This design comes from an exercise in tuning for small area and a short achievable clock period on the open sky130 flow, not from production work. Only simulation tests tie the RTL to the original design; equivalence was not proved. Power and IR drop assume default switching activity.

### flow/design.v
package drive_geometry_pkg;
    localparam int NUM_CHANNELS = 2;
    localparam int PAGE_POSITIONS = 1920;
    localparam int POS_WIDTH = 11;
    localparam int PAGE_WIDTH = 12;
    localparam int IMAGE_WIDTH = 3;
    localparam int PAGE_ADDR_WIDTH = 22;
    localparam int PAGE_OFFSET_WIDTH = PAGE_ADDR_WIDTH - IMAGE_WIDTH - PAGE_WIDTH;
endpackage
package drive_timing_pkg;
    typedef enum logic [1:0]
    {
        st_idle,
        st_access,
        st_shift,
        st_done
    } seq_state_t;
    localparam int SYNC_STAGES = 2;
    localparam int ACCESS_CYCLES = 8;
    localparam int BIT_CYCLES = 4;
    localparam int CYCLE_CNT_WIDTH =
        $clog2((ACCESS_CYCLES > BIT_CYCLES) ? ACCESS_CYCLES : BIT_CYCLES);
endpackage
`timescale 1ns/10ps
import drive_geometry_pkg::*;
import drive_timing_pkg::*;
module shift_sequencer
(
    input  logic                       master_clock,
    input  logic                       rst,
    input  logic                       power_good,
    input  logic                       bubble_shift_enable,
    input  logic                       replicator_enable,
    input  logic                       bootloop_enable,
    input  logic [IMAGE_WIDTH-1:0]     image_dip_switch,
    output logic [POS_WIDTH-1:0]       read_address,
    output logic                       read_strobe,
    output logic                       bit_window,
    output logic                       load_page,
    output logic                       load_bootloader,
    output logic [PAGE_ADDR_WIDTH-1:0] start_of_page_address
);
    logic [2:0]                 sync_q [0:SYNC_STAGES-1];
    logic [2:0]                 strobe_sync;
    logic [1:0]                 strobe_prev;
    logic                       shift_req;
    logic                       repl_req;
    logic                       shift_released;
    logic                       bootloop;
    drive_timing_pkg::seq_state_t state;
    logic [CYCLE_CNT_WIDTH-1:0] cycle_cnt;
    logic [PAGE_WIDTH-1:0]      page_cnt;
    logic                       last_position;
    assign strobe_sync = sync_q[SYNC_STAGES-1];
    assign shift_req      = strobe_prev[0] & ~strobe_sync[0];
    assign repl_req       = strobe_prev[1] & ~strobe_sync[1];
    assign shift_released = strobe_sync[0];
    assign bootloop       = strobe_sync[2];
    assign last_position = (read_address == POS_WIDTH'(PAGE_POSITIONS - 1));
    always_ff @(posedge master_clock)
    begin
        if (rst)
        begin
            for (int i = 0; i < SYNC_STAGES; i++)
            begin
                sync_q[i] <= 3'b011;
            end
            strobe_prev <= 2'b11;
        end
        else
        begin
            sync_q[0] <= {bootloop_enable, replicator_enable, bubble_shift_enable};
            for (int i = 1; i < SYNC_STAGES; i++)
            begin
                sync_q[i] <= sync_q[i-1];
            end
            strobe_prev <= strobe_sync[1:0];
        end
    end
    always_ff @(posedge master_clock)
    begin
        if (rst || !power_good)
        begin
            state        <= st_idle;
            cycle_cnt    <= '0;
            read_address <= '0;
            read_strobe  <= 1'b0;
            bit_window   <= 1'b0;
        end
        else
        begin
            read_strobe <= 1'b0;
            case (state)
                st_idle:
                begin
                    if (shift_req)
                    begin
                        state     <= st_access;
                        cycle_cnt <= CYCLE_CNT_WIDTH'(ACCESS_CYCLES - 1);
                    end
                end
                st_access:
                begin
                    if (shift_released)
                    begin
                        state <= st_idle;
                    end
                    else if (cycle_cnt == '0)
                    begin
                        state        <= st_shift;
                        read_address <= '0;
                        read_strobe  <= 1'b1;
                        bit_window   <= 1'b1;
                        cycle_cnt    <= CYCLE_CNT_WIDTH'(BIT_CYCLES - 1);
                    end
                    else
                    begin
                        cycle_cnt <= cycle_cnt - 1'b1;
                    end
                end
                st_shift:
                begin
                    if (shift_released)
                    begin
                        state      <= st_idle;
                        bit_window <= 1'b0;
                    end
                    else if (cycle_cnt == '0)
                    begin
                        if (last_position)
                        begin
                            state      <= st_done;
                            bit_window <= 1'b0;
                        end
                        else
                        begin
                            read_address <= read_address + 1'b1;
                            read_strobe  <= 1'b1;
                            cycle_cnt    <= CYCLE_CNT_WIDTH'(BIT_CYCLES - 1);
                        end
                    end
                    else
                    begin
                        cycle_cnt <= cycle_cnt - 1'b1;
                    end
                end
                st_done:
                begin
                    if (shift_released)
                    begin
                        state <= st_idle;
                    end
                end
            endcase
        end
    end
    always_ff @(posedge master_clock)
    begin
        if (rst || !power_good)
        begin
            page_cnt        <= '0;
            load_page       <= 1'b0;
            load_bootloader <= 1'b0;
        end
        else
        begin
            load_page       <= 1'b0;
            load_bootloader <= 1'b0;
            if (repl_req && (state == st_idle || state == st_done))
            begin
                if (bootloop)
                begin
                    page_cnt        <= '0;
                    load_bootloader <= 1'b1;
                end
                else
                begin
                    page_cnt  <= page_cnt + 1'b1;
                    load_page <= 1'b1;
                end
            end
        end
    end
    always_ff @(posedge master_clock)
    begin
        start_of_page_address <= {image_dip_switch, page_cnt, {PAGE_OFFSET_WIDTH{1'b0}}};
    end
endmodule
`timescale 1ns/10ps
import drive_geometry_pkg::*;
module channel_buffer
(
    input  logic                 master_clock,
    input  logic                 rst,
    input  logic                 write_enable,
    input  logic                 write_strobe,
    input  logic [POS_WIDTH-1:0] write_address,
    input  logic                 write_bit,
    input  logic                 read_strobe,
    input  logic [POS_WIDTH-1:0] read_address,
    output logic                 channel_bit
);
    logic page_mem [0:PAGE_POSITIONS-1];
    logic write_hit;
    assign write_hit = write_strobe && !write_enable &&
                       (write_address < POS_WIDTH'(PAGE_POSITIONS));
    always_ff @(posedge master_clock)
    begin
        if (write_hit)
        begin
            page_mem[write_address] <= write_bit;
        end
    end
    always_ff @(posedge master_clock)
    begin
        if (rst)
        begin
            channel_bit <= 1'b0;
        end
        else if (read_strobe)
        begin
            channel_bit <= page_mem[read_address];
        end
    end
endmodule
`timescale 1ns/10ps
import drive_geometry_pkg::*;
module bubble_output_stage
(
    input  logic                    master_clock,
    input  logic                    rst,
    input  logic                    bit_window,
    input  logic [NUM_CHANNELS-1:0] channel_bits,
    output logic                    bubble_out_odd,
    output logic                    bubble_out_even
);
    logic                    window_d;
    logic [NUM_CHANNELS-1:0] gated_bits;
    logic [NUM_CHANNELS-1:0] out_q;
    always_ff @(posedge master_clock)
    begin
        if (rst)
        begin
            window_d <= 1'b0;
        end
        else
        begin
            window_d <= bit_window;
        end
    end
    assign gated_bits = channel_bits & {NUM_CHANNELS{window_d}};
    always_ff @(posedge master_clock)
    begin
        if (rst)
        begin
            out_q <= '0;
        end
        else
        begin
            out_q <= gated_bits;
        end
    end
    assign bubble_out_odd  = out_q[0];
    assign bubble_out_even = out_q[1];
endmodule
`timescale 1ns/10ps
import drive_geometry_pkg::*;
module bubble_drive_top
(
    input  logic                       master_clock,
    input  logic                       rst,
    input  logic                       power_good,
    input  logic                       bubble_shift_enable,
    input  logic                       replicator_enable,
    input  logic                       bootloop_enable,
    input  logic [IMAGE_WIDTH-1:0]     image_dip_switch,
    input  logic                       bubble_buffer_write_enable,
    input  logic                       bubble_buffer_write_strobe,
    input  logic [POS_WIDTH-1:0]       bubble_buffer_write_address,
    input  logic [NUM_CHANNELS-1:0]    bubble_buffer_data_input,
    output logic                       bubble_out_odd,
    output logic                       bubble_out_even,
    output logic                       load_page,
    output logic                       load_bootloader,
    output logic [PAGE_ADDR_WIDTH-1:0] start_of_page_address
);
    logic [POS_WIDTH-1:0]    read_address;
    logic                    read_strobe;
    logic                    bit_window;
    logic [NUM_CHANNELS-1:0] channel_bits;
    shift_sequencer sequencer_i
    (
        .master_clock          (master_clock),
        .rst                   (rst),
        .power_good            (power_good),
        .bubble_shift_enable   (bubble_shift_enable),
        .replicator_enable     (replicator_enable),
        .bootloop_enable       (bootloop_enable),
        .image_dip_switch      (image_dip_switch),
        .read_address          (read_address),
        .read_strobe           (read_strobe),
        .bit_window            (bit_window),
        .load_page             (load_page),
        .load_bootloader       (load_bootloader),
        .start_of_page_address (start_of_page_address)
    );
    for (genvar ch = 0; ch < NUM_CHANNELS; ch++)
    begin : g_channel
        channel_buffer buffer_i
        (
            .master_clock  (master_clock),
            .rst           (rst),
            .write_enable  (bubble_buffer_write_enable),
            .write_strobe  (bubble_buffer_write_strobe),
            .write_address (bubble_buffer_write_address),
            .write_bit     (bubble_buffer_data_input[ch]),
            .read_strobe   (read_strobe),
            .read_address  (read_address),
            .channel_bit   (channel_bits[ch])
        );
    end
    bubble_output_stage output_stage_i
    (
        .master_clock    (master_clock),
        .rst             (rst),
        .bit_window      (bit_window),
        .channel_bits    (channel_bits),
        .bubble_out_odd  (bubble_out_odd),
        .bubble_out_even (bubble_out_even)
    );
endmodule
### flow/run.sh
#!/bin/bash
# synth_recipe.tcl (not shown) runs the flow's synth.tcl, then flattens the netlist and writes it again
# the make line also repeats each setting of config.mk as NAME=value (left out here)
make -C /OpenROAD-flow-scripts/flow DESIGN_CONFIG=/design/flow/config.mk WORK_HOME=/design/flow/orfs CLKGATE_MAP_FILE= SYNTH_SCRIPT=/design/flow/synth_recipe.tcl finish
### flow/config.mk
export PLATFORM = sky130hd
export DESIGN_NAME = bubble_drive_top
export DESIGN_NICKNAME = bubble_drive_top
export VERILOG_FILES = /design/flow/design.v
export SDC_FILE = /design/flow/constraint.sdc
export NUM_CORES = 4
export LEC_CHECK = 0
export CAP_MARGIN = 20
export CORE_MARGIN = 2
export CORE_UTILIZATION = 40
export SLEW_MARGIN = 20
### flow/constraint.sdc
create_clock -name core_clock -period 6.0 [get_ports {master_clock}]
set_input_delay 1.2000 -clock core_clock [delete_from_list [all_inputs] [get_ports {master_clock}]]
set_output_delay 1.2000 -clock core_clock [all_outputs]
set_load 0.01 [all_outputs]
==> summary.txt <==
==> kinds of logic after synthesis <==
group,Yosys count,synth area share [%]
compound gates,407,1.84
mux,1226,15.8
fa+ha+maj,9,0.0711
flops,3900,73.6
other cells,1,0.00237
simple gates,2442,6.15
xor+xnor,21,0.116
buf+inv,745,2.42
==> cells in the mapped netlist, drive strengths merged (3+ instances only) <==
| cell | n | area, sq um |
|---|---|---|
| nand2b | 20 | 125 |
| o22ai | 40 | 250 |
| xnor2 | 7 | 61.3 |
| a31oi | 8 | 50.1 |
| and2 | 15 | 93.8 |
| inv | 8 | 30.0 |
| nand3 | 48 | 240 |
| o31ai | 3 | 22.5 |
| nor4 | 11 | 68.8 |
| or2 | 8 | 50.1 |
| a21oi | 70 | 350 |
| nor2b | 28 | 175 |
| a22o | 17 | 149 |
| o311ai | 4 | 35.0 |
| a221oi | 16 | 140 |
| o221ai | 52 | 455 |
| nor3 | 32 | 160 |
| nor2 | 2014 | 7560 |
| a22oi | 77 | 578 |
| a311oi | 5 | 43.8 |
| o2111ai | 8 | 70.1 |
| buf | 252 | 1980 |
| a2111oi | 11 | 96.3 |
| nand2 | 185 | 694 |
| nor3b | 14 | 105 |
| nand4b | 3 | 26.3 |
| a211oi | 24 | 185 |
| or3 | 5 | 31.3 |
| nand4 | 23 | 144 |
| edfxtp | 3840 | 115000 |
| mux2i | 193 | 1930 |
| and3 | 19 | 119 |
| and3b | 8 | 70.1 |
| ha | 9 | 113 |
| o211ai | 6 | 45.0 |
| dfxtp | 60 | 1200 |
| a211o | 4 | 35.0 |
| clkbuf | 485 | 1830 |
| xor2 | 14 | 123 |
| mux2 | 12 | 135 |
| mux4 | 1021 | 23000 |
| nand3b | 4 | 30.0 |
| o21ai | 38 | 190 |
==> placed cells by master, fill, tap and decap left out, types with 10 or more instances in the layout <==
| cell | count |
|---|---|
| a2111oi_0 | 10 |
| a211oi_1 | 23 |
| a21oi_1 | 70 |
| a221oi_1 | 16 |
| a22o_1 | 17 |
| a22oi_1 | 77 |
| and2_1 | 10 |
| and3_1 | 18 |
| buf_12 | 89 |
| buf_4 | 246 |
| bufinv_16 | 38 |
| clkbuf_1 | 86 |
| clkbuf_16 | 410 |
| clkdlybuf4s50_1 | 40 |
| clkinv_1 | 80 |
| clkinv_2 | 74 |
| dfxtp_1 | 52 |
| diode_2 | 12 |
| edfxtp_1 | 3840 |
| inv_6 | 12 |
| mux2_2 | 12 |
| mux2i_1 | 193 |
| mux4_2 | 1019 |
| nand2_1 | 136 |
| nand2_2 | 17 |
| nand2_4 | 32 |
| nand2b_1 | 18 |
| nand3_1 | 48 |
| nand4_1 | 23 |
| nor2_1 | 2009 |
| nor2b_1 | 22 |
| nor3_1 | 29 |
| nor4_1 | 11 |
| o21ai_0 | 34 |
| o221ai_1 | 52 |
| o22ai_1 | 40 |
| xor2_1 | 14 |
==> routing by layer <==
metal	up-vias	routed length, um	GRT usage, %
li1	34500	-	-
met1	45600	176000	30.8
met2	4659	222000	37.0
met3	807	46100	4.40
met4	12	19400	8.61
met5	-	69	0
==> layout make-up <==
type	count	area [sq um]	area share, %
antenna	12	30.0	0.0168
clock buffer	505	10700	5.98
clock inverter	231	2300	1.28
inverter	8	37.5	0.0210
multi-input combinational	4112	38500	21.5
sequential	3900	117000	65.2
tap	5242	6560	3.67
timing repair buffer	381	4120	2.30
==> worst reg2reg max path, delay by kind of cell (launching register included) <==
family,cells,cell delay (ns)
AO/OA/AOI/OAI,4,1.49
buffers and inverters,3,0.93
flip-flops,1,1.05
multiplexers,2,0.84
AND/OR/NAND/NOR,2,0.60
==> per-stage QoR <==
| step | cell area [sq um] | hold WS (ns) | cells | setup WS (ns) | power (mW) |
|---|---|---|---|---|---|
| 6_report | 179000 | 0.371 | 14400 | 0.983 | 55.6 |
| 5_1_grt | 179000 | 0.386 | 14400 | 0.869 | 56.9 |
| 4_1_cts | 179000 | 0.372 | 14400 | 0.988 | 55.9 |
| 3_5_place_dp | 166000 | 0.365 | 13600 | 1.01 | 31.2 |
| 3_3_place_gp | 166000 | 0.358 | 13600 | 1.03 | 31.2 |
| 2_1_floorplan | 158000 | 0.349 | 8757 | 2.89 | 30.6 |
==> path summary, 6_finish.rpt <==
kind	slack, ns	cells past startpoint	endpoint	from
max reg2reg	0.98	11	g_channel[1].buffer_i.channel_bit	sequencer_i.read_address[0]
min reg2reg	0.37	0	sequencer_i.start_of_page_address[18]	sequencer_i.page_cnt[11]
min	0.37	0	sequencer_i.start_of_page_address[18]	sequencer_i.page_cnt[11]
max	0.98	11	g_channel[1].buffer_i.channel_bit	sequencer_i.read_address[0]
==> power by group through the flow <==
stage | sequential (mW) | combinational (mW) | clock (mW)
floorplan | 30.5 | 0.126 | 0
detailed placement | 30.5 | 0.742 | 0
CTS | 29.9 | 0.742 | 25.2
global placement | 30.5 | 0.708 | 0
global route | 29.9 | 0.789 | 26.2
finish | 29.9 | 0.746 | 24.9
==> flip-flops by register name, summed over array words and instances (netlist names) <==
| name | cells |
|---|---|
| g_channel.buffer_i.page_mem | 3840 |
| sequencer_i.start_of_page_address | 15 |
| sequencer_i.page_cnt | 12 |
| sequencer_i.read_address | 11 |
| sequencer_i.sync_q | 6 |
| sequencer_i.cycle_cnt | 3 |
| g_channel.buffer_i.channel_bit | 2 |
| output_stage_i.out_q | 2 |
| sequencer_i.state | 2 |
| sequencer_i.strobe_prev | 2 |
| output_stage_i.window_d | 1 |
| sequencer_i.bit_window | 1 |
| sequencer_i.load_bootloader | 1 |
| sequencer_i.load_page | 1 |
| sequencer_i.read_strobe | 1 |
==> flow_summary.ini <==
[layout]
drive_gt1_share_pct = 22.3
synthToLayoutAreaGrowth_pct = 12.9
nets = 8842
final_util_pct = 45.2
fill_cells = 33300

[critical_path]
cp_slowest_cell = dfxtp_4
cp-end-kind = flip-flop
cp_top_family = compound AO/OA/AOI/OAI gates
startpoint_type = flip-flop
crit_arrival_ns = 5.84
worstPathBufferInverterCount = 3
cpPeakStageDelay_ns = 1.05
cp_cell_sequence = buf_12 -> buf_4 -> mux4_2 -> mux2_2 -> a221oi_1 -> o41ai_1 -> a21oi_1 -> nor4_1 -> buf_4 -> nor4_1 -> o32ai_1
required_ns = 6.83
cp_max_fo = 24
crit_type = flip-flop to flip-flop

[clock_tree]
cts_buffers = 406
path_clk_slew_ns = 0.06
clock_latency_ns = 0.96
root_buffer = clkbuf_16
cts_hold_buf = 0
h-tree-depth = 5
post_cts_resized = 0
cts_sinks = 3900
cts_tree = done
cts_max_path_buffers = 4
cts_setup_buffers = 0

[power_and_ir_drop]
p_leak_nw = 52.1
power.switching_mw = 11.3
p_comb_share_pct = 1.3
irDropWorstVdd_mv = 0.225
pwr-share-seq_pct = 53.8
powerDensity_nw_per_um2 = 311
intPower_mw = 44.3
switching_share_pct = 20.3
pwr-share-clk_pct = 44.8

[sta]
drv_slew = 0
worst_pin_slew_ns = 1.39
hold_viol_final = 0
finalClockSkew_ns = 0.0548
fmax_mhz = 199
grt_setup_unrepaired = no
fin_tns_setup_ns = 0
period_minus_slack_ns = 5.02
relSlewSlack_pct = 7.43
setup_violations = 0
period_share_pct = 83.6

[yosys]
synth_edf_count = 3840
synthDistinctLibCells = 75
yosysSeqAreaShare_pct = 73.6
postSynthAreaPerCell_sq_um = 18.1
synth.ff_latch_count = 3900
ys_async_sr_fraction_pct = 0
netlist_area_sq_um = 158000
synthCells = 8751
synth_warnings = 4
synthFlopType = edfxtp_1

[route]
drtIter0Drc = 12900
drc = 0
drt.antenna.violating_nets = 0
vias_per_cell = 5.95
num_vias = 85600
dr.pass1.iters = 5
routedWlPerCell_um = 32.2
routed_wirelength_um = 464000

[global_route]
grt_pass1_wl_um = 655000
grt_antenna_before_repair = 36
track_usage_pct = 22.9
gr-total-overflow = 0
grt_pass1_vias = 87800
grt_max_degree = 234

[die]
num_rows = 231
die_w_um = 633
io_pins = 50
core_area_sq_um = 395000
start_util_pct = 40.1
dieArea_sq_um = 401000
dieHeight_um = 633

[placement]
dp.final_hpwl_um = 271000
port_buffers = 42
gp_congestion = 0.827

[status]
status = complete, no violations

[hold_path]
hp-class = flip-flop to flip-flop

[run]
maxCapViolCount = 0

[afterwards: timing with drivers on the ports]
The results above use ideal ports. As a check the final layout listed here was re-extracted and re-timed, cells and wires unchanged. Step 1 (the two cells are an assumption about what drives the block):
set clk [get_ports {master_clock}]
set_driving_cell -lib_cell sky130_fd_sc_hd__clkbuf_16 $clk
set_driving_cell -lib_cell sky130_fd_sc_hd__buf_2 [delete_from_list [all_inputs] $clk]
Step 2 times the ports against the registers' clock, not the clock port: input delays grow and output delays shrink by t, the midpoint of the rising clock arrivals with the driver on. Three values: ideal ports, drivers, drivers and shift; two values: the first two.
t (ns): 1.066
setup WS [ns]: 0.983 / 0.983 / 0.983
worst setup path after step 2: register to register
clock arrival spread, ns: 0.086 / 0.087
cell pins on the clock port's net: 1
After both steps this run still meets setup and hold. For this run, drivers alone change the setup slack by 0.000 ns; drivers and shift together by 0.000 ns.
